Context: an optimization exercise on an open-source flow, tuned for small area. The choices shown serve that exercise and are no tape-out recipe.
The RTL was checked by simulation tests, not by an equivalence proof against the original design.
Power and IR drop assume default switching activity.

File: flow/constraint.sdc
create_clock -name core_clock -period 10.0 [get_ports {clk}]
set_input_delay 2.0000 -clock core_clock [delete_from_list [all_inputs] [get_ports {clk}]]
set_output_delay 2.0000 -clock core_clock [all_outputs]
set_load 0.01 [all_outputs]
File: flow/design.v
package des_pkg;
endpackage
`timescale 1ns/1ps
module des_top #(
    parameter int addr_width = 5
) (
    input  logic                    clk,
    input  logic                    reset,
    input  logic [addr_width-1:0]   paddr,
    input  logic                    psel,
    input  logic                    penable,
    input  logic                    pwrite,
    input  logic [31:0]             pwdata,
    output logic [31:0]             prdata,
    output logic                    pready,
    output logic                    pslverr
);
    logic [4:0]  ph;
    logic [55:0] cd;       
    logic [7:0]  par;      
    logic [63:0] q;        
    logic [31:0] l_q, r_q;   
    logic [1:0]  st;       
    logic        done;
    logic        busy;
    localparam logic [1:0] S_IDLE = 2'd0, S_WAIT = 2'd1, S_LOAD = 2'd2, S_RUN = 2'd3;
    assign busy = (st != S_IDLE);
    logic        acc, al, is_key, is_data, rd_lo, key_ok, data_ok;
    logic [2:0]  a;
    assign acc     = psel & penable;
    assign a       = paddr[4:2];
    assign al      = (paddr[1:0] == 2'b00);
    assign is_key  = al & (a[2:1] == 2'b00);
    assign is_data = al & (a[2:1] == 2'b01);
    assign rd_lo   = ~pwrite & a[0];
    assign key_ok  = (ph == (rd_lo ? 5'd25 : 5'd1));
    assign data_ok = (ph[1:0] == {rd_lo, 1'b0});
    assign pready  = ~((is_key & ~key_ok) | (is_data & ~data_ok));
    assign pslverr = ~al | (pwrite & ((a[2] & (a[1] | a[0])) | busy));
    logic wr_ok, wr_kh, wr_kl, wr_dh, wr_dl, start_wr;
    assign wr_ok    = acc & pwrite & al & ~busy;
    assign wr_kh    = wr_ok & (a == 3'd0) & (ph == 5'd1);
    assign wr_kl    = wr_ok & (a == 3'd1) & (ph == 5'd1);
    assign wr_dh    = wr_ok & (a == 3'd2) & (ph[1:0] == 2'b00);
    assign wr_dl    = wr_ok & (a == 3'd3) & (ph[1:0] == 2'b00);
    assign start_wr = wr_ok & (a == 3'd4) & pwdata[0];
    always_ff @(posedge clk)
    begin
        if (reset)
            ph <= 5'd0;
        else
            ph <= (ph == 5'd27) ? 5'd0 : ph + 5'd1;
    end
    always_ff @(posedge clk)
    begin
        if (reset)
        begin
            st   <= S_IDLE;
            done <= 1'b0;
        end
        else
        begin
            case (st)
                S_IDLE:
                    if (start_wr)
                    begin
                        st   <= S_WAIT;
                        done <= 1'b0;
                    end
                S_WAIT: if (ph == 5'd0) st <= S_LOAD;
                S_LOAD: st <= S_RUN;
                default:
                    if (ph == 5'd1)
                    begin
                        st   <= S_IDLE;
                        done <= 1'b1;
                    end
            endcase
        end
    end
    logic rph;
    always_comb
    begin
        case (ph)
            5'd0, 5'd1, 5'd2, 5'd3, 5'd5, 5'd7, 5'd9, 5'd11, 5'd13, 5'd15, 5'd16, 5'd18, 5'd20, 5'd22, 5'd24, 5'd26: rph = 1'b1;
            default: rph = 1'b0;
        endcase
    end
    always_ff @(posedge clk)
    begin
        cd[0] <= wr_kl ? pwdata[15] : cd[1];
        cd[1] <= wr_kl ? pwdata[23] : cd[2];
        cd[2] <= wr_kl ? pwdata[31] : cd[3];
        cd[3] <= wr_kh ? pwdata[7] : cd[4];
        cd[4] <= wr_kh ? pwdata[15] : cd[5];
        cd[5] <= wr_kh ? pwdata[23] : cd[6];
        cd[6] <= wr_kh ? pwdata[31] : cd[7];
        cd[7] <= wr_kl ? pwdata[6] : cd[8];
        cd[8] <= wr_kl ? pwdata[14] : cd[9];
        cd[9] <= wr_kl ? pwdata[22] : cd[10];
        cd[10] <= wr_kl ? pwdata[30] : cd[11];
        cd[11] <= wr_kh ? pwdata[6] : cd[12];
        cd[12] <= wr_kh ? pwdata[14] : cd[13];
        cd[13] <= wr_kh ? pwdata[22] : cd[14];
        cd[14] <= wr_kh ? pwdata[30] : cd[15];
        cd[15] <= wr_kl ? pwdata[5] : cd[16];
        cd[16] <= wr_kl ? pwdata[13] : cd[17];
        cd[17] <= wr_kl ? pwdata[21] : cd[18];
        cd[18] <= wr_kl ? pwdata[29] : cd[19];
        cd[19] <= wr_kh ? pwdata[5] : cd[20];
        cd[20] <= wr_kh ? pwdata[13] : cd[21];
        cd[21] <= wr_kh ? pwdata[21] : cd[22];
        cd[22] <= wr_kh ? pwdata[29] : cd[23];
        cd[23] <= wr_kl ? pwdata[4] : cd[24];
        cd[24] <= wr_kl ? pwdata[12] : cd[25];
        cd[25] <= wr_kl ? pwdata[20] : cd[26];
        cd[26] <= wr_kl ? pwdata[28] : cd[27];
        cd[27] <= wr_kl ? pwdata[7] : cd[0];
        cd[28] <= wr_kl ? pwdata[9] : cd[29];
        cd[29] <= wr_kl ? pwdata[17] : cd[30];
        cd[30] <= wr_kl ? pwdata[25] : cd[31];
        cd[31] <= wr_kh ? pwdata[1] : cd[32];
        cd[32] <= wr_kh ? pwdata[9] : cd[33];
        cd[33] <= wr_kh ? pwdata[17] : cd[34];
        cd[34] <= wr_kh ? pwdata[25] : cd[35];
        cd[35] <= wr_kl ? pwdata[2] : cd[36];
        cd[36] <= wr_kl ? pwdata[10] : cd[37];
        cd[37] <= wr_kl ? pwdata[18] : cd[38];
        cd[38] <= wr_kl ? pwdata[26] : cd[39];
        cd[39] <= wr_kh ? pwdata[2] : cd[40];
        cd[40] <= wr_kh ? pwdata[10] : cd[41];
        cd[41] <= wr_kh ? pwdata[18] : cd[42];
        cd[42] <= wr_kh ? pwdata[26] : cd[43];
        cd[43] <= wr_kl ? pwdata[3] : cd[44];
        cd[44] <= wr_kl ? pwdata[11] : cd[45];
        cd[45] <= wr_kl ? pwdata[19] : cd[46];
        cd[46] <= wr_kl ? pwdata[27] : cd[47];
        cd[47] <= wr_kh ? pwdata[3] : cd[48];
        cd[48] <= wr_kh ? pwdata[11] : cd[49];
        cd[49] <= wr_kh ? pwdata[19] : cd[50];
        cd[50] <= wr_kh ? pwdata[27] : cd[51];
        cd[51] <= wr_kh ? pwdata[4] : cd[52];
        cd[52] <= wr_kh ? pwdata[12] : cd[53];
        cd[53] <= wr_kh ? pwdata[20] : cd[54];
        cd[54] <= wr_kh ? pwdata[28] : cd[55];
        cd[55] <= wr_kl ? pwdata[1] : cd[28];
    end
    always_ff @(posedge clk)
    begin
        if (wr_kh) par[7:4] <= {pwdata[24], pwdata[16], pwdata[8], pwdata[0]};
        if (wr_kl) par[3:0] <= {pwdata[24], pwdata[16], pwdata[8], pwdata[0]};
    end
    always_ff @(posedge clk)
    begin
        q[0] <= wr_dl ? pwdata[30] : q[33];
        q[1] <= wr_dh ? pwdata[31] : q[0];
        q[2] <= wr_dl ? pwdata[28] : q[35];
        q[3] <= wr_dh ? pwdata[29] : q[2];
        q[4] <= wr_dl ? pwdata[26] : q[37];
        q[5] <= wr_dh ? pwdata[27] : q[4];
        q[6] <= wr_dl ? pwdata[24] : q[39];
        q[7] <= wr_dh ? pwdata[25] : q[6];
        q[8] <= wr_dl ? pwdata[22] : q[41];
        q[9] <= wr_dh ? pwdata[23] : q[8];
        q[10] <= wr_dl ? pwdata[20] : q[43];
        q[11] <= wr_dh ? pwdata[21] : q[10];
        q[12] <= wr_dl ? pwdata[18] : q[45];
        q[13] <= wr_dh ? pwdata[19] : q[12];
        q[14] <= wr_dl ? pwdata[16] : q[47];
        q[15] <= wr_dh ? pwdata[17] : q[14];
        q[16] <= wr_dl ? pwdata[14] : q[49];
        q[17] <= wr_dh ? pwdata[15] : q[16];
        q[18] <= wr_dl ? pwdata[12] : q[51];
        q[19] <= wr_dh ? pwdata[13] : q[18];
        q[20] <= wr_dl ? pwdata[10] : q[53];
        q[21] <= wr_dh ? pwdata[11] : q[20];
        q[22] <= wr_dl ? pwdata[8] : q[55];
        q[23] <= wr_dh ? pwdata[9] : q[22];
        q[24] <= wr_dl ? pwdata[6] : q[57];
        q[25] <= wr_dh ? pwdata[7] : q[24];
        q[26] <= wr_dl ? pwdata[4] : q[59];
        q[27] <= wr_dh ? pwdata[5] : q[26];
        q[28] <= wr_dl ? pwdata[2] : q[61];
        q[29] <= wr_dh ? pwdata[3] : q[28];
        q[30] <= wr_dl ? pwdata[0] : q[63];
        q[31] <= wr_dh ? pwdata[1] : q[30];
        q[32] <= wr_dh ? pwdata[30] : q[1];
        q[33] <= wr_dl ? pwdata[31] : q[32];
        q[34] <= wr_dh ? pwdata[28] : q[3];
        q[35] <= wr_dl ? pwdata[29] : q[34];
        q[36] <= wr_dh ? pwdata[26] : q[5];
        q[37] <= wr_dl ? pwdata[27] : q[36];
        q[38] <= wr_dh ? pwdata[24] : q[7];
        q[39] <= wr_dl ? pwdata[25] : q[38];
        q[40] <= wr_dh ? pwdata[22] : q[9];
        q[41] <= wr_dl ? pwdata[23] : q[40];
        q[42] <= wr_dh ? pwdata[20] : q[11];
        q[43] <= wr_dl ? pwdata[21] : q[42];
        q[44] <= wr_dh ? pwdata[18] : q[13];
        q[45] <= wr_dl ? pwdata[19] : q[44];
        q[46] <= wr_dh ? pwdata[16] : q[15];
        q[47] <= wr_dl ? pwdata[17] : q[46];
        q[48] <= wr_dh ? pwdata[14] : q[17];
        q[49] <= wr_dl ? pwdata[15] : q[48];
        q[50] <= wr_dh ? pwdata[12] : q[19];
        q[51] <= wr_dl ? pwdata[13] : q[50];
        q[52] <= wr_dh ? pwdata[10] : q[21];
        q[53] <= wr_dl ? pwdata[11] : q[52];
        q[54] <= wr_dh ? pwdata[8] : q[23];
        q[55] <= wr_dl ? pwdata[9] : q[54];
        q[56] <= wr_dh ? pwdata[6] : q[25];
        q[57] <= wr_dl ? pwdata[7] : q[56];
        q[58] <= wr_dh ? pwdata[4] : q[27];
        q[59] <= wr_dl ? pwdata[5] : q[58];
        q[60] <= wr_dh ? pwdata[2] : q[29];
        q[61] <= wr_dl ? pwdata[3] : q[60];
        q[62] <= wr_dh ? pwdata[0] : q[31];
        q[63] <= wr_dl ? pwdata[1] : q[62];
    end
    logic [47:0] kx;    
    logic [31:0] sb;    
    logic [31:0] fo;    
    assign kx[47] = r_q[0] ^ cd[13];
    assign kx[46] = r_q[31] ^ cd[16];
    assign kx[45] = r_q[30] ^ cd[10];
    assign kx[44] = r_q[29] ^ cd[23];
    assign kx[43] = r_q[28] ^ cd[0];
    assign kx[42] = r_q[27] ^ cd[4];
    assign kx[41] = r_q[28] ^ cd[2];
    assign kx[40] = r_q[27] ^ cd[27];
    assign kx[39] = r_q[26] ^ cd[14];
    assign kx[38] = r_q[25] ^ cd[5];
    assign kx[37] = r_q[24] ^ cd[20];
    assign kx[36] = r_q[23] ^ cd[9];
    assign kx[35] = r_q[24] ^ cd[22];
    assign kx[34] = r_q[23] ^ cd[18];
    assign kx[33] = r_q[22] ^ cd[11];
    assign kx[32] = r_q[21] ^ cd[3];
    assign kx[31] = r_q[20] ^ cd[25];
    assign kx[30] = r_q[19] ^ cd[7];
    assign kx[29] = r_q[20] ^ cd[15];
    assign kx[28] = r_q[19] ^ cd[6];
    assign kx[27] = r_q[18] ^ cd[26];
    assign kx[26] = r_q[17] ^ cd[19];
    assign kx[25] = r_q[16] ^ cd[12];
    assign kx[24] = r_q[15] ^ cd[1];
    assign kx[23] = r_q[16] ^ cd[40];
    assign kx[22] = r_q[15] ^ cd[51];
    assign kx[21] = r_q[14] ^ cd[30];
    assign kx[20] = r_q[13] ^ cd[36];
    assign kx[19] = r_q[12] ^ cd[46];
    assign kx[18] = r_q[11] ^ cd[54];
    assign kx[17] = r_q[12] ^ cd[29];
    assign kx[16] = r_q[11] ^ cd[39];
    assign kx[15] = r_q[10] ^ cd[50];
    assign kx[14] = r_q[9] ^ cd[44];
    assign kx[13] = r_q[8] ^ cd[32];
    assign kx[12] = r_q[7] ^ cd[47];
    assign kx[11] = r_q[8] ^ cd[43];
    assign kx[10] = r_q[7] ^ cd[48];
    assign kx[9] = r_q[6] ^ cd[38];
    assign kx[8] = r_q[5] ^ cd[55];
    assign kx[7] = r_q[4] ^ cd[33];
    assign kx[6] = r_q[3] ^ cd[52];
    assign kx[5] = r_q[4] ^ cd[45];
    assign kx[4] = r_q[3] ^ cd[41];
    assign kx[3] = r_q[2] ^ cd[49];
    assign kx[2] = r_q[1] ^ cd[35];
    assign kx[1] = r_q[0] ^ cd[28];
    assign kx[0] = r_q[31] ^ cd[31];
    des_sbox1 u_s1 (.x(kx[47:42]), .y(sb[31:28]));
    des_sbox2 u_s2 (.x(kx[41:36]), .y(sb[27:24]));
    des_sbox3 u_s3 (.x(kx[35:30]), .y(sb[23:20]));
    des_sbox4 u_s4 (.x(kx[29:24]), .y(sb[19:16]));
    des_sbox5 u_s5 (.x(kx[23:18]), .y(sb[15:12]));
    des_sbox6 u_s6 (.x(kx[17:12]), .y(sb[11:8]));
    des_sbox7 u_s7 (.x(kx[11:6]), .y(sb[7:4]));
    des_sbox8 u_s8 (.x(kx[5:0]), .y(sb[3:0]));
    assign fo[31] = sb[16];
    assign fo[30] = sb[25];
    assign fo[29] = sb[12];
    assign fo[28] = sb[11];
    assign fo[27] = sb[3];
    assign fo[26] = sb[20];
    assign fo[25] = sb[4];
    assign fo[24] = sb[15];
    assign fo[23] = sb[31];
    assign fo[22] = sb[17];
    assign fo[21] = sb[9];
    assign fo[20] = sb[6];
    assign fo[19] = sb[27];
    assign fo[18] = sb[14];
    assign fo[17] = sb[1];
    assign fo[16] = sb[22];
    assign fo[15] = sb[30];
    assign fo[14] = sb[24];
    assign fo[13] = sb[8];
    assign fo[12] = sb[18];
    assign fo[11] = sb[0];
    assign fo[10] = sb[5];
    assign fo[9] = sb[29];
    assign fo[8] = sb[23];
    assign fo[7] = sb[13];
    assign fo[6] = sb[19];
    assign fo[5] = sb[2];
    assign fo[4] = sb[26];
    assign fo[3] = sb[10];
    assign fo[2] = sb[21];
    assign fo[1] = sb[28];
    assign fo[0] = sb[7];
    logic lr_en, lr_load;
    assign lr_en   = ((st == S_WAIT) & (ph == 5'd0)) | (st == S_LOAD) | ((st == S_RUN) & rph);
    assign lr_load = (st != S_RUN);
    logic [31:0] ipq;   
    assign ipq[31] = q[57];
    assign ipq[30] = q[49];
    assign ipq[29] = q[41];
    assign ipq[28] = q[33];
    assign ipq[27] = q[25];
    assign ipq[26] = q[17];
    assign ipq[25] = q[9];
    assign ipq[24] = q[1];
    assign ipq[23] = q[59];
    assign ipq[22] = q[51];
    assign ipq[21] = q[43];
    assign ipq[20] = q[35];
    assign ipq[19] = q[27];
    assign ipq[18] = q[19];
    assign ipq[17] = q[11];
    assign ipq[16] = q[3];
    assign ipq[15] = q[61];
    assign ipq[14] = q[53];
    assign ipq[13] = q[45];
    assign ipq[12] = q[37];
    assign ipq[11] = q[29];
    assign ipq[10] = q[21];
    assign ipq[9] = q[13];
    assign ipq[8] = q[5];
    assign ipq[7] = q[63];
    assign ipq[6] = q[55];
    assign ipq[5] = q[47];
    assign ipq[4] = q[39];
    assign ipq[3] = q[31];
    assign ipq[2] = q[23];
    assign ipq[1] = q[15];
    assign ipq[0] = q[7];
    always_ff @(posedge clk)
    begin
        if (lr_en)
        begin
            l_q <= r_q;
            r_q <= lr_load ? ipq : (l_q ^ fo);
        end
    end
    logic [31:0] kh, kl, dw, rh, rl;
    assign kh[31] = cd[7];
    assign kl[31] = cd[7];
    assign dw[31] = q[0];
    assign rh[31] = l_q[24];
    assign rl[31] = l_q[28];
    assign kh[30] = cd[15];
    assign kl[30] = cd[15];
    assign dw[30] = q[1];
    assign rh[30] = r_q[24];
    assign rl[30] = r_q[28];
    assign kh[29] = cd[23];
    assign kl[29] = cd[23];
    assign dw[29] = q[2];
    assign rh[29] = l_q[16];
    assign rl[29] = l_q[20];
    assign kh[28] = cd[55];
    assign kl[28] = cd[3];
    assign dw[28] = q[3];
    assign rh[28] = r_q[16];
    assign rl[28] = r_q[20];
    assign kh[27] = cd[51];
    assign kl[27] = cd[51];
    assign dw[27] = q[4];
    assign rh[27] = l_q[8];
    assign rl[27] = l_q[12];
    assign kh[26] = cd[43];
    assign kl[26] = cd[43];
    assign dw[26] = q[5];
    assign rh[26] = r_q[8];
    assign rl[26] = r_q[12];
    assign kh[25] = cd[35];
    assign kl[25] = cd[35];
    assign dw[25] = q[6];
    assign rh[25] = l_q[0];
    assign rl[25] = l_q[4];
    assign kh[24] = par[7];
    assign kl[24] = par[3];
    assign dw[24] = q[7];
    assign rh[24] = r_q[0];
    assign rl[24] = r_q[4];
    assign kh[23] = cd[6];
    assign kl[23] = cd[6];
    assign dw[23] = q[8];
    assign rh[23] = l_q[25];
    assign rl[23] = l_q[29];
    assign kh[22] = cd[14];
    assign kl[22] = cd[14];
    assign dw[22] = q[9];
    assign rh[22] = r_q[25];
    assign rl[22] = r_q[29];
    assign kh[21] = cd[22];
    assign kl[21] = cd[22];
    assign dw[21] = q[10];
    assign rh[21] = l_q[17];
    assign rl[21] = l_q[21];
    assign kh[20] = cd[54];
    assign kl[20] = cd[2];
    assign dw[20] = q[11];
    assign rh[20] = r_q[17];
    assign rl[20] = r_q[21];
    assign kh[19] = cd[50];
    assign kl[19] = cd[50];
    assign dw[19] = q[12];
    assign rh[19] = l_q[9];
    assign rl[19] = l_q[13];
    assign kh[18] = cd[42];
    assign kl[18] = cd[42];
    assign dw[18] = q[13];
    assign rh[18] = r_q[9];
    assign rl[18] = r_q[13];
    assign kh[17] = cd[34];
    assign kl[17] = cd[34];
    assign dw[17] = q[14];
    assign rh[17] = l_q[1];
    assign rl[17] = l_q[5];
    assign kh[16] = par[6];
    assign kl[16] = par[2];
    assign dw[16] = q[15];
    assign rh[16] = r_q[1];
    assign rl[16] = r_q[5];
    assign kh[15] = cd[5];
    assign kl[15] = cd[5];
    assign dw[15] = q[16];
    assign rh[15] = l_q[26];
    assign rl[15] = l_q[30];
    assign kh[14] = cd[13];
    assign kl[14] = cd[13];
    assign dw[14] = q[17];
    assign rh[14] = r_q[26];
    assign rl[14] = r_q[30];
    assign kh[13] = cd[21];
    assign kl[13] = cd[21];
    assign dw[13] = q[18];
    assign rh[13] = l_q[18];
    assign rl[13] = l_q[22];
    assign kh[12] = cd[53];
    assign kl[12] = cd[1];
    assign dw[12] = q[19];
    assign rh[12] = r_q[18];
    assign rl[12] = r_q[22];
    assign kh[11] = cd[49];
    assign kl[11] = cd[49];
    assign dw[11] = q[20];
    assign rh[11] = l_q[10];
    assign rl[11] = l_q[14];
    assign kh[10] = cd[41];
    assign kl[10] = cd[41];
    assign dw[10] = q[21];
    assign rh[10] = r_q[10];
    assign rl[10] = r_q[14];
    assign kh[9] = cd[33];
    assign kl[9] = cd[33];
    assign dw[9] = q[22];
    assign rh[9] = l_q[2];
    assign rl[9] = l_q[6];
    assign kh[8] = par[5];
    assign kl[8] = par[1];
    assign dw[8] = q[23];
    assign rh[8] = r_q[2];
    assign rl[8] = r_q[6];
    assign kh[7] = cd[4];
    assign kl[7] = cd[4];
    assign dw[7] = q[24];
    assign rh[7] = l_q[27];
    assign rl[7] = l_q[31];
    assign kh[6] = cd[12];
    assign kl[6] = cd[12];
    assign dw[6] = q[25];
    assign rh[6] = r_q[27];
    assign rl[6] = r_q[31];
    assign kh[5] = cd[20];
    assign kl[5] = cd[20];
    assign dw[5] = q[26];
    assign rh[5] = l_q[19];
    assign rl[5] = l_q[23];
    assign kh[4] = cd[52];
    assign kl[4] = cd[0];
    assign dw[4] = q[27];
    assign rh[4] = r_q[19];
    assign rl[4] = r_q[23];
    assign kh[3] = cd[48];
    assign kl[3] = cd[48];
    assign dw[3] = q[28];
    assign rh[3] = l_q[11];
    assign rl[3] = l_q[15];
    assign kh[2] = cd[40];
    assign kl[2] = cd[40];
    assign dw[2] = q[29];
    assign rh[2] = r_q[11];
    assign rl[2] = r_q[15];
    assign kh[1] = cd[32];
    assign kl[1] = cd[32];
    assign dw[1] = q[30];
    assign rh[1] = l_q[3];
    assign rl[1] = l_q[7];
    assign kh[0] = par[4];
    assign kl[0] = par[0];
    assign dw[0] = q[31];
    assign rh[0] = r_q[3];
    assign rl[0] = r_q[7];
    always_comb
    begin
        case (a)
            3'd0:    prdata = kh;
            3'd1:    prdata = kl;
            3'd2:    prdata = dw;
            3'd3:    prdata = dw;
            3'd5:    prdata = {30'd0, done, busy};
            3'd6:    prdata = rh;
            3'd7:    prdata = rl;
            default: prdata = 32'd0;
        endcase
    end
endmodule
module des_sbox1 (
    input  logic [5:0] x,
    output logic [3:0] y
);
    always_comb
    begin
        case (x)
            6'd0: y = 4'd14;
            6'd1: y = 4'd0;
            6'd2: y = 4'd4;
            6'd3: y = 4'd15;
            6'd4: y = 4'd13;
            6'd5: y = 4'd7;
            6'd6: y = 4'd1;
            6'd7: y = 4'd4;
            6'd8: y = 4'd2;
            6'd9: y = 4'd14;
            6'd10: y = 4'd15;
            6'd11: y = 4'd2;
            6'd12: y = 4'd11;
            6'd13: y = 4'd13;
            6'd14: y = 4'd8;
            6'd15: y = 4'd1;
            6'd16: y = 4'd3;
            6'd17: y = 4'd10;
            6'd18: y = 4'd10;
            6'd19: y = 4'd6;
            6'd20: y = 4'd6;
            6'd21: y = 4'd12;
            6'd22: y = 4'd12;
            6'd23: y = 4'd11;
            6'd24: y = 4'd5;
            6'd25: y = 4'd9;
            6'd26: y = 4'd9;
            6'd27: y = 4'd5;
            6'd28: y = 4'd0;
            6'd29: y = 4'd3;
            6'd30: y = 4'd7;
            6'd31: y = 4'd8;
            6'd32: y = 4'd4;
            6'd33: y = 4'd15;
            6'd34: y = 4'd1;
            6'd35: y = 4'd12;
            6'd36: y = 4'd14;
            6'd37: y = 4'd8;
            6'd38: y = 4'd8;
            6'd39: y = 4'd2;
            6'd40: y = 4'd13;
            6'd41: y = 4'd4;
            6'd42: y = 4'd6;
            6'd43: y = 4'd9;
            6'd44: y = 4'd2;
            6'd45: y = 4'd1;
            6'd46: y = 4'd11;
            6'd47: y = 4'd7;
            6'd48: y = 4'd15;
            6'd49: y = 4'd5;
            6'd50: y = 4'd12;
            6'd51: y = 4'd11;
            6'd52: y = 4'd9;
            6'd53: y = 4'd3;
            6'd54: y = 4'd7;
            6'd55: y = 4'd14;
            6'd56: y = 4'd3;
            6'd57: y = 4'd10;
            6'd58: y = 4'd10;
            6'd59: y = 4'd0;
            6'd60: y = 4'd5;
            6'd61: y = 4'd6;
            6'd62: y = 4'd0;
            6'd63: y = 4'd13;
            default: y = 4'd0;
        endcase
    end
endmodule
module des_sbox2 (
    input  logic [5:0] x,
    output logic [3:0] y
);
    always_comb
    begin
        case (x)
            6'd0: y = 4'd15;
            6'd1: y = 4'd3;
            6'd2: y = 4'd1;
            6'd3: y = 4'd13;
            6'd4: y = 4'd8;
            6'd5: y = 4'd4;
            6'd6: y = 4'd14;
            6'd7: y = 4'd7;
            6'd8: y = 4'd6;
            6'd9: y = 4'd15;
            6'd10: y = 4'd11;
            6'd11: y = 4'd2;
            6'd12: y = 4'd3;
            6'd13: y = 4'd8;
            6'd14: y = 4'd4;
            6'd15: y = 4'd14;
            6'd16: y = 4'd9;
            6'd17: y = 4'd12;
            6'd18: y = 4'd7;
            6'd19: y = 4'd0;
            6'd20: y = 4'd2;
            6'd21: y = 4'd1;
            6'd22: y = 4'd13;
            6'd23: y = 4'd10;
            6'd24: y = 4'd12;
            6'd25: y = 4'd6;
            6'd26: y = 4'd0;
            6'd27: y = 4'd9;
            6'd28: y = 4'd5;
            6'd29: y = 4'd11;
            6'd30: y = 4'd10;
            6'd31: y = 4'd5;
            6'd32: y = 4'd0;
            6'd33: y = 4'd13;
            6'd34: y = 4'd14;
            6'd35: y = 4'd8;
            6'd36: y = 4'd7;
            6'd37: y = 4'd10;
            6'd38: y = 4'd11;
            6'd39: y = 4'd1;
            6'd40: y = 4'd10;
            6'd41: y = 4'd3;
            6'd42: y = 4'd4;
            6'd43: y = 4'd15;
            6'd44: y = 4'd13;
            6'd45: y = 4'd4;
            6'd46: y = 4'd1;
            6'd47: y = 4'd2;
            6'd48: y = 4'd5;
            6'd49: y = 4'd11;
            6'd50: y = 4'd8;
            6'd51: y = 4'd6;
            6'd52: y = 4'd12;
            6'd53: y = 4'd7;
            6'd54: y = 4'd6;
            6'd55: y = 4'd12;
            6'd56: y = 4'd9;
            6'd57: y = 4'd0;
            6'd58: y = 4'd3;
            6'd59: y = 4'd5;
            6'd60: y = 4'd2;
            6'd61: y = 4'd14;
            6'd62: y = 4'd15;
            6'd63: y = 4'd9;
            default: y = 4'd0;
        endcase
    end
endmodule
module des_sbox3 (
    input  logic [5:0] x,
    output logic [3:0] y
);
    always_comb
    begin
        case (x)
            6'd0: y = 4'd10;
            6'd1: y = 4'd13;
            6'd2: y = 4'd0;
            6'd3: y = 4'd7;
            6'd4: y = 4'd9;
            6'd5: y = 4'd0;
            6'd6: y = 4'd14;
            6'd7: y = 4'd9;
            6'd8: y = 4'd6;
            6'd9: y = 4'd3;
            6'd10: y = 4'd3;
            6'd11: y = 4'd4;
            6'd12: y = 4'd15;
            6'd13: y = 4'd6;
            6'd14: y = 4'd5;
            6'd15: y = 4'd10;
            6'd16: y = 4'd1;
            6'd17: y = 4'd2;
            6'd18: y = 4'd13;
            6'd19: y = 4'd8;
            6'd20: y = 4'd12;
            6'd21: y = 4'd5;
            6'd22: y = 4'd7;
            6'd23: y = 4'd14;
            6'd24: y = 4'd11;
            6'd25: y = 4'd12;
            6'd26: y = 4'd4;
            6'd27: y = 4'd11;
            6'd28: y = 4'd2;
            6'd29: y = 4'd15;
            6'd30: y = 4'd8;
            6'd31: y = 4'd1;
            6'd32: y = 4'd13;
            6'd33: y = 4'd1;
            6'd34: y = 4'd6;
            6'd35: y = 4'd10;
            6'd36: y = 4'd4;
            6'd37: y = 4'd13;
            6'd38: y = 4'd9;
            6'd39: y = 4'd0;
            6'd40: y = 4'd8;
            6'd41: y = 4'd6;
            6'd42: y = 4'd15;
            6'd43: y = 4'd9;
            6'd44: y = 4'd3;
            6'd45: y = 4'd8;
            6'd46: y = 4'd0;
            6'd47: y = 4'd7;
            6'd48: y = 4'd11;
            6'd49: y = 4'd4;
            6'd50: y = 4'd1;
            6'd51: y = 4'd15;
            6'd52: y = 4'd2;
            6'd53: y = 4'd14;
            6'd54: y = 4'd12;
            6'd55: y = 4'd3;
            6'd56: y = 4'd5;
            6'd57: y = 4'd11;
            6'd58: y = 4'd10;
            6'd59: y = 4'd5;
            6'd60: y = 4'd14;
            6'd61: y = 4'd2;
            6'd62: y = 4'd7;
            6'd63: y = 4'd12;
            default: y = 4'd0;
        endcase
    end
endmodule
module des_sbox4 (
    input  logic [5:0] x,
    output logic [3:0] y
);
    always_comb
    begin
        case (x)
            6'd0: y = 4'd7;
            6'd1: y = 4'd13;
            6'd2: y = 4'd13;
            6'd3: y = 4'd8;
            6'd4: y = 4'd14;
            6'd5: y = 4'd11;
            6'd6: y = 4'd3;
            6'd7: y = 4'd5;
            6'd8: y = 4'd0;
            6'd9: y = 4'd6;
            6'd10: y = 4'd6;
            6'd11: y = 4'd15;
            6'd12: y = 4'd9;
            6'd13: y = 4'd0;
            6'd14: y = 4'd10;
            6'd15: y = 4'd3;
            6'd16: y = 4'd1;
            6'd17: y = 4'd4;
            6'd18: y = 4'd2;
            6'd19: y = 4'd7;
            6'd20: y = 4'd8;
            6'd21: y = 4'd2;
            6'd22: y = 4'd5;
            6'd23: y = 4'd12;
            6'd24: y = 4'd11;
            6'd25: y = 4'd1;
            6'd26: y = 4'd12;
            6'd27: y = 4'd10;
            6'd28: y = 4'd4;
            6'd29: y = 4'd14;
            6'd30: y = 4'd15;
            6'd31: y = 4'd9;
            6'd32: y = 4'd10;
            6'd33: y = 4'd3;
            6'd34: y = 4'd6;
            6'd35: y = 4'd15;
            6'd36: y = 4'd9;
            6'd37: y = 4'd0;
            6'd38: y = 4'd0;
            6'd39: y = 4'd6;
            6'd40: y = 4'd12;
            6'd41: y = 4'd10;
            6'd42: y = 4'd11;
            6'd43: y = 4'd1;
            6'd44: y = 4'd7;
            6'd45: y = 4'd13;
            6'd46: y = 4'd13;
            6'd47: y = 4'd8;
            6'd48: y = 4'd15;
            6'd49: y = 4'd9;
            6'd50: y = 4'd1;
            6'd51: y = 4'd4;
            6'd52: y = 4'd3;
            6'd53: y = 4'd5;
            6'd54: y = 4'd14;
            6'd55: y = 4'd11;
            6'd56: y = 4'd5;
            6'd57: y = 4'd12;
            6'd58: y = 4'd2;
            6'd59: y = 4'd7;
            6'd60: y = 4'd8;
            6'd61: y = 4'd2;
            6'd62: y = 4'd4;
            6'd63: y = 4'd14;
            default: y = 4'd0;
        endcase
    end
endmodule
module des_sbox5 (
    input  logic [5:0] x,
    output logic [3:0] y
);
    always_comb
    begin
        case (x)
            6'd0: y = 4'd2;
            6'd1: y = 4'd14;
            6'd2: y = 4'd12;
            6'd3: y = 4'd11;
            6'd4: y = 4'd4;
            6'd5: y = 4'd2;
            6'd6: y = 4'd1;
            6'd7: y = 4'd12;
            6'd8: y = 4'd7;
            6'd9: y = 4'd4;
            6'd10: y = 4'd10;
            6'd11: y = 4'd7;
            6'd12: y = 4'd11;
            6'd13: y = 4'd13;
            6'd14: y = 4'd6;
            6'd15: y = 4'd1;
            6'd16: y = 4'd8;
            6'd17: y = 4'd5;
            6'd18: y = 4'd5;
            6'd19: y = 4'd0;
            6'd20: y = 4'd3;
            6'd21: y = 4'd15;
            6'd22: y = 4'd15;
            6'd23: y = 4'd10;
            6'd24: y = 4'd13;
            6'd25: y = 4'd3;
            6'd26: y = 4'd0;
            6'd27: y = 4'd9;
            6'd28: y = 4'd14;
            6'd29: y = 4'd8;
            6'd30: y = 4'd9;
            6'd31: y = 4'd6;
            6'd32: y = 4'd4;
            6'd33: y = 4'd11;
            6'd34: y = 4'd2;
            6'd35: y = 4'd8;
            6'd36: y = 4'd1;
            6'd37: y = 4'd12;
            6'd38: y = 4'd11;
            6'd39: y = 4'd7;
            6'd40: y = 4'd10;
            6'd41: y = 4'd1;
            6'd42: y = 4'd13;
            6'd43: y = 4'd14;
            6'd44: y = 4'd7;
            6'd45: y = 4'd2;
            6'd46: y = 4'd8;
            6'd47: y = 4'd13;
            6'd48: y = 4'd15;
            6'd49: y = 4'd6;
            6'd50: y = 4'd9;
            6'd51: y = 4'd15;
            6'd52: y = 4'd12;
            6'd53: y = 4'd0;
            6'd54: y = 4'd5;
            6'd55: y = 4'd9;
            6'd56: y = 4'd6;
            6'd57: y = 4'd10;
            6'd58: y = 4'd3;
            6'd59: y = 4'd4;
            6'd60: y = 4'd0;
            6'd61: y = 4'd5;
            6'd62: y = 4'd14;
            6'd63: y = 4'd3;
            default: y = 4'd0;
        endcase
    end
endmodule
module des_sbox6 (
    input  logic [5:0] x,
    output logic [3:0] y
);
    always_comb
    begin
        case (x)
            6'd0: y = 4'd12;
            6'd1: y = 4'd10;
            6'd2: y = 4'd1;
            6'd3: y = 4'd15;
            6'd4: y = 4'd10;
            6'd5: y = 4'd4;
            6'd6: y = 4'd15;
            6'd7: y = 4'd2;
            6'd8: y = 4'd9;
            6'd9: y = 4'd7;
            6'd10: y = 4'd2;
            6'd11: y = 4'd12;
            6'd12: y = 4'd6;
            6'd13: y = 4'd9;
            6'd14: y = 4'd8;
            6'd15: y = 4'd5;
            6'd16: y = 4'd0;
            6'd17: y = 4'd6;
            6'd18: y = 4'd13;
            6'd19: y = 4'd1;
            6'd20: y = 4'd3;
            6'd21: y = 4'd13;
            6'd22: y = 4'd4;
            6'd23: y = 4'd14;
            6'd24: y = 4'd14;
            6'd25: y = 4'd0;
            6'd26: y = 4'd7;
            6'd27: y = 4'd11;
            6'd28: y = 4'd5;
            6'd29: y = 4'd3;
            6'd30: y = 4'd11;
            6'd31: y = 4'd8;
            6'd32: y = 4'd9;
            6'd33: y = 4'd4;
            6'd34: y = 4'd14;
            6'd35: y = 4'd3;
            6'd36: y = 4'd15;
            6'd37: y = 4'd2;
            6'd38: y = 4'd5;
            6'd39: y = 4'd12;
            6'd40: y = 4'd2;
            6'd41: y = 4'd9;
            6'd42: y = 4'd8;
            6'd43: y = 4'd5;
            6'd44: y = 4'd12;
            6'd45: y = 4'd15;
            6'd46: y = 4'd3;
            6'd47: y = 4'd10;
            6'd48: y = 4'd7;
            6'd49: y = 4'd11;
            6'd50: y = 4'd0;
            6'd51: y = 4'd14;
            6'd52: y = 4'd4;
            6'd53: y = 4'd1;
            6'd54: y = 4'd10;
            6'd55: y = 4'd7;
            6'd56: y = 4'd1;
            6'd57: y = 4'd6;
            6'd58: y = 4'd13;
            6'd59: y = 4'd0;
            6'd60: y = 4'd11;
            6'd61: y = 4'd8;
            6'd62: y = 4'd6;
            6'd63: y = 4'd13;
            default: y = 4'd0;
        endcase
    end
endmodule
module des_sbox7 (
    input  logic [5:0] x,
    output logic [3:0] y
);
    always_comb
    begin
        case (x)
            6'd0: y = 4'd4;
            6'd1: y = 4'd13;
            6'd2: y = 4'd11;
            6'd3: y = 4'd0;
            6'd4: y = 4'd2;
            6'd5: y = 4'd11;
            6'd6: y = 4'd14;
            6'd7: y = 4'd7;
            6'd8: y = 4'd15;
            6'd9: y = 4'd4;
            6'd10: y = 4'd0;
            6'd11: y = 4'd9;
            6'd12: y = 4'd8;
            6'd13: y = 4'd1;
            6'd14: y = 4'd13;
            6'd15: y = 4'd10;
            6'd16: y = 4'd3;
            6'd17: y = 4'd14;
            6'd18: y = 4'd12;
            6'd19: y = 4'd3;
            6'd20: y = 4'd9;
            6'd21: y = 4'd5;
            6'd22: y = 4'd7;
            6'd23: y = 4'd12;
            6'd24: y = 4'd5;
            6'd25: y = 4'd2;
            6'd26: y = 4'd10;
            6'd27: y = 4'd15;
            6'd28: y = 4'd6;
            6'd29: y = 4'd8;
            6'd30: y = 4'd1;
            6'd31: y = 4'd6;
            6'd32: y = 4'd1;
            6'd33: y = 4'd6;
            6'd34: y = 4'd4;
            6'd35: y = 4'd11;
            6'd36: y = 4'd11;
            6'd37: y = 4'd13;
            6'd38: y = 4'd13;
            6'd39: y = 4'd8;
            6'd40: y = 4'd12;
            6'd41: y = 4'd1;
            6'd42: y = 4'd3;
            6'd43: y = 4'd4;
            6'd44: y = 4'd7;
            6'd45: y = 4'd10;
            6'd46: y = 4'd14;
            6'd47: y = 4'd7;
            6'd48: y = 4'd10;
            6'd49: y = 4'd9;
            6'd50: y = 4'd15;
            6'd51: y = 4'd5;
            6'd52: y = 4'd6;
            6'd53: y = 4'd0;
            6'd54: y = 4'd8;
            6'd55: y = 4'd15;
            6'd56: y = 4'd0;
            6'd57: y = 4'd14;
            6'd58: y = 4'd5;
            6'd59: y = 4'd2;
            6'd60: y = 4'd9;
            6'd61: y = 4'd3;
            6'd62: y = 4'd2;
            6'd63: y = 4'd12;
            default: y = 4'd0;
        endcase
    end
endmodule
module des_sbox8 (
    input  logic [5:0] x,
    output logic [3:0] y
);
    always_comb
    begin
        case (x)
            6'd0: y = 4'd13;
            6'd1: y = 4'd1;
            6'd2: y = 4'd2;
            6'd3: y = 4'd15;
            6'd4: y = 4'd8;
            6'd5: y = 4'd13;
            6'd6: y = 4'd4;
            6'd7: y = 4'd8;
            6'd8: y = 4'd6;
            6'd9: y = 4'd10;
            6'd10: y = 4'd15;
            6'd11: y = 4'd3;
            6'd12: y = 4'd11;
            6'd13: y = 4'd7;
            6'd14: y = 4'd1;
            6'd15: y = 4'd4;
            6'd16: y = 4'd10;
            6'd17: y = 4'd12;
            6'd18: y = 4'd9;
            6'd19: y = 4'd5;
            6'd20: y = 4'd3;
            6'd21: y = 4'd6;
            6'd22: y = 4'd14;
            6'd23: y = 4'd11;
            6'd24: y = 4'd5;
            6'd25: y = 4'd0;
            6'd26: y = 4'd0;
            6'd27: y = 4'd14;
            6'd28: y = 4'd12;
            6'd29: y = 4'd9;
            6'd30: y = 4'd7;
            6'd31: y = 4'd2;
            6'd32: y = 4'd7;
            6'd33: y = 4'd2;
            6'd34: y = 4'd11;
            6'd35: y = 4'd1;
            6'd36: y = 4'd4;
            6'd37: y = 4'd14;
            6'd38: y = 4'd1;
            6'd39: y = 4'd7;
            6'd40: y = 4'd9;
            6'd41: y = 4'd4;
            6'd42: y = 4'd12;
            6'd43: y = 4'd10;
            6'd44: y = 4'd14;
            6'd45: y = 4'd8;
            6'd46: y = 4'd2;
            6'd47: y = 4'd13;
            6'd48: y = 4'd0;
            6'd49: y = 4'd15;
            6'd50: y = 4'd6;
            6'd51: y = 4'd12;
            6'd52: y = 4'd10;
            6'd53: y = 4'd9;
            6'd54: y = 4'd13;
            6'd55: y = 4'd0;
            6'd56: y = 4'd15;
            6'd57: y = 4'd3;
            6'd58: y = 4'd3;
            6'd59: y = 4'd5;
            6'd60: y = 4'd5;
            6'd61: y = 4'd6;
            6'd62: y = 4'd8;
            6'd63: y = 4'd11;
            default: y = 4'd0;
        endcase
    end
endmodule
File: flow/config.mk
export PLATFORM = sky130hd
export DESIGN_NAME = des_top
export DESIGN_NICKNAME = des_top
export VERILOG_FILES = /design/flow/design.v
export SDC_FILE = /design/flow/constraint.sdc
export NUM_CORES = 4
export LEC_CHECK = 0
export CAP_MARGIN = 20
export CORE_MARGIN = 2
export CORE_UTILIZATION = 40
export SLEW_MARGIN = 20
File: flow/run.sh
#!/bin/bash
# synth_recipe.tcl (not shown) runs the flow's synth.tcl, then flattens the netlist and writes it again
# the make line also repeats each setting of config.mk as NAME=value (left out here)
make -C /OpenROAD-flow-scripts/flow DESIGN_CONFIG=/design/flow/config.mk WORK_HOME=/design/flow/orfs CLKGATE_MAP_FILE= SYNTH_SCRIPT=/design/flow/synth_recipe.tcl finish
==> results.ini <==
[setup_path]
crit_family = buffers and inverters
reg2reg_slack_ps = 6100
critical_path_class = input port to output pin
cp.required_ps = 8000
max_stage_delay_ps = 600
rr_endpoint = r_q[0]$_DFFE_PP_
crit_buf_inv = 3
worst-path-max-fanout = 35
crit_path_start_kind = input port
worstRegToRegCells = 9
path_cells = buf_2, nor2_4, buf_4, a22oi_1, a21oi_1, a21o_1, clkdlybuf4s50_1
crit_arrival_ps = 4340
r2r-start = r_q[4]$_DFFE_PP_
crit_slowest_cell = nor2_4
cp-end-kind = output pin

[timing]
maxSlewViolCount = 0
max_slew_margin_pct = 22.7
setup_violations = 0
period_minus_slack_ps = 6340
clock_skew_ps = 24.0
fin_crit_sh_pct = 63.4
rsz0062_at_grt = no
tightest_slew_ps = 1160
final-hold-violation-count = 0
tns_ps = 0
whs_ps = 454
max_freq_ghz = 0.158

[worst_hold_path]
hold_depth = 2
whs_endpoint = cd[52]$_DFF_P_
hp-class = flop to flop
hp-start = cd[53]$_DFF_P_

[place]
dpl_cell_area_um2 = 14700
gp_congestion = 0.912
io_buffer_count = 75
dp_hpwl_um = 27800

[cts]
clk_path_buf_depth = 3
post_cts_resized = 0
cts_tree = built
clkSlewWorstSetupHoldPaths_ps = 60
cts-hold-fix-buffers = 0
cts_inserted_buffers = 22
post-cts-setup-buffers = 0
h-tree-depth = 1
clkLatencyLatePin_ps = 520
clock_tree.root_cell = clkbuf_16
cts_sinks = 201

[run]
drv_cap = 0

[pwr]
powerDensity_nw_per_um2 = 174
p_leak_nw = 6.12
p_total_mw = 2.69
peakVddDrop_v = 0.000109

[yosys]
ys_seq_area_share_pct = 35.2
yosys.area.top_type = dfxtp_1
yosysTopAreaCellShare_pct = 19.1
synth_top_flop_cell = dfxtp_1
ys_warn_count = 9
synth_nets = 1519
synth_area_leaders = dfxtp_1 (19%), edfxtp_1 (16%), mux2_2 (8.8%)
avgSynthCellArea_um2 = 9.56
yosysUniqueCellTypes = 67
synth-edff-count = 72
yosys-top-cells-count = nand2_1 (167), dfxtp_1 (129), mux2_2 (106), nor2_1 (106), a21oi_1 (93)
synthCells = 1411
yosysMostFrequentCell = nand2_1
syn-cell-area_um2 = 13500
ys_ff_latch = 201
async_flop_share_pct = 0

[cells_and_area]
nets = 1561
utilization_pct = 46.2
areaGrowthSynthToFinish_pct = 14.3
nFillCells = 3229
final_cell_area_um2 = 15400
diodes = 0
drive_gt1_share_pct = 14.7

[routing]
vias_per_cell = 5.85
drt_wl_total_um = 39400
vias = 11200
drt_pass1_iterations = 6
wl_per_cell_um = 20.6
drc = 0
drt_iter0_drc = 944
drtAntennaViolNets = 0

[global_route]
grt_util_all_layers_pct = 21.9
gr-total-overflow = 0
grt_max_degree = 65
grt_pass1_vias = 10600
antenna_found_initial = 0
grt_first_pass_wirelength_um = 61500

[floorplan]
initial_utilization_pct = 40.4
dieHeight_um = 188
die_x_um = 188
num_rows = 67
dieArea_um2 = 35200
core_um2 = 33400
ios = 76

[status]
status = timing/DRC/antenna clean

==> cells by family after synthesis <==
logic type	after synthesis	synth area share, %
DFF	201	35.2
xor gates and xnor gates	123	8.46
AOI/OAI and AO/OA	334	16.7
and+or+nand+nor	356	11.0
adders and majority gates	66	6.12
muxes	200	18.6
buffers and inverters	131	3.98
==> routing by layer <==
| layer | vias up | routed length, µm | GRT usage (%) |
|---|---|---|---|
| met4 | 0 | 1310 | 7.21 |
| li1 | 5264 | - | - |
| met2 | 446 | 17800 | 34.7 |
| met3 | 72 | 2580 | 2.96 |
| met5 | - | 0 | 0 |
| met1 | 5425 | 17700 | 30.9 |
==> how the worst max path moves through the flow <==
stage,end,slack [ps],cells after the start,start
2_1_floorplan,prdata[5],4710,5,paddr[2]
6_report,prdata[16],3660,7,paddr[4]
3_5_place_dp,prdata[16],3670,7,paddr[4]
5_1_grt,prdata[16],3510,7,paddr[4]
3_3_place_gp,prdata[20],3710,6,paddr[4]
4_1_cts,prdata[16],3660,7,paddr[4]
==> area by class of cell <==
cell class | count | area (µm²) | area share [%]
Sequential cell | 201 | 4740 | 30.7
Clock inverter | 6 | 38.8 | 0.251
Multi-Input combinational cell | 1079 | 8260 | 53.5
Timing Repair Buffer | 102 | 938 | 6.08
Tap cell | 448 | 561 | 3.63
Clock buffer | 34 | 712 | 4.61
Inverter | 47 | 179 | 1.16
==> flip-flops by register name, indices dropped and copies added (netlist names) <==
name  count
rph       1
r_q      32
par       8
done      1
st        2
q        64
cd       56
ph        5
l_q      32
==> worst reg2reg max path, delay by kind of cell, from the launching register on <==
kind            cells  cell delay [ps]
buf+inv             1              280
mux                 1              490
xor+xnor            2              960
flops               1              520
simple gates        1              280
compound gates      3              610
fa+ha+maj           1              490
==> where the power goes <==
part	internal [mW]	leakage (nW)	switching, mW
Clock	0.493	0.353	0.346
Sequential	0.917	1.70	0.0626
Combinational	0.369	4.07	0.500
==> per-stage QoR <==
step,instances,setup WS [ps]
2_1_floorplan,1411,4710
3_3_place_gp,1877,3710
3_5_place_dp,1877,3670
4_1_cts,1917,3660
5_1_grt,1917,3510
6_report,1917,3660
==> layout by cell type, fill, tap and decap left out, drive strengths merged, types with 4 or more instances in the layout <==
cell	count
a211oi	29
nand2	167
a211o	6
a221oi	16
dfxtp	129
o31ai	6
a21o	7
nand3	24
o311ai	5
nor2	106
o21ai	48
a311oi	12
clkbuf	34
clkinvlp	4
nand4	5
nor3	29
xnor2	64
xor2	59
and3	5
o2111ai	5
mux2	106
mux2i	64
buf	30
mux4	30
inv	47
a21oi	93
o211ai	24
a31oi	19
a22o	23
edfxtp	72
nand2b	5
clkdlybuf4s50	72
a22oi	11
ha	66

static timing again, ports no longer ideal:
How much do the figures lean on ideal ports? The routed layout below was timed once more, with nothing changed but the port constraints.
Step 1 sets driving cells, clkbuf_16 on the clock port and buf_2 on the other inputs (assumed; they add their load-dependent delay and slew).
Step 2 moves the port delays by t, midway between the first and last clock arrival at a register: inputs arrive t later, outputs are due t later. That takes back most of the time a late clock gives input paths.
a / b / c = ideal / step 1 / step 2; a / b = the first two.
t (ns): 0.558
setup WS [ns]: 3.665 / 3.646 / 3.646
latest minus earliest clock arrival (ns): 0.024 / 0.024
worst register clock-pin slew, ns: 0.07 / 0.07
cell pins on the clock port's net: 1
After both steps this run still meets setup and hold. The setup slack of this run moves by -0.019 ns with the drivers and by -0.019 ns with both steps.
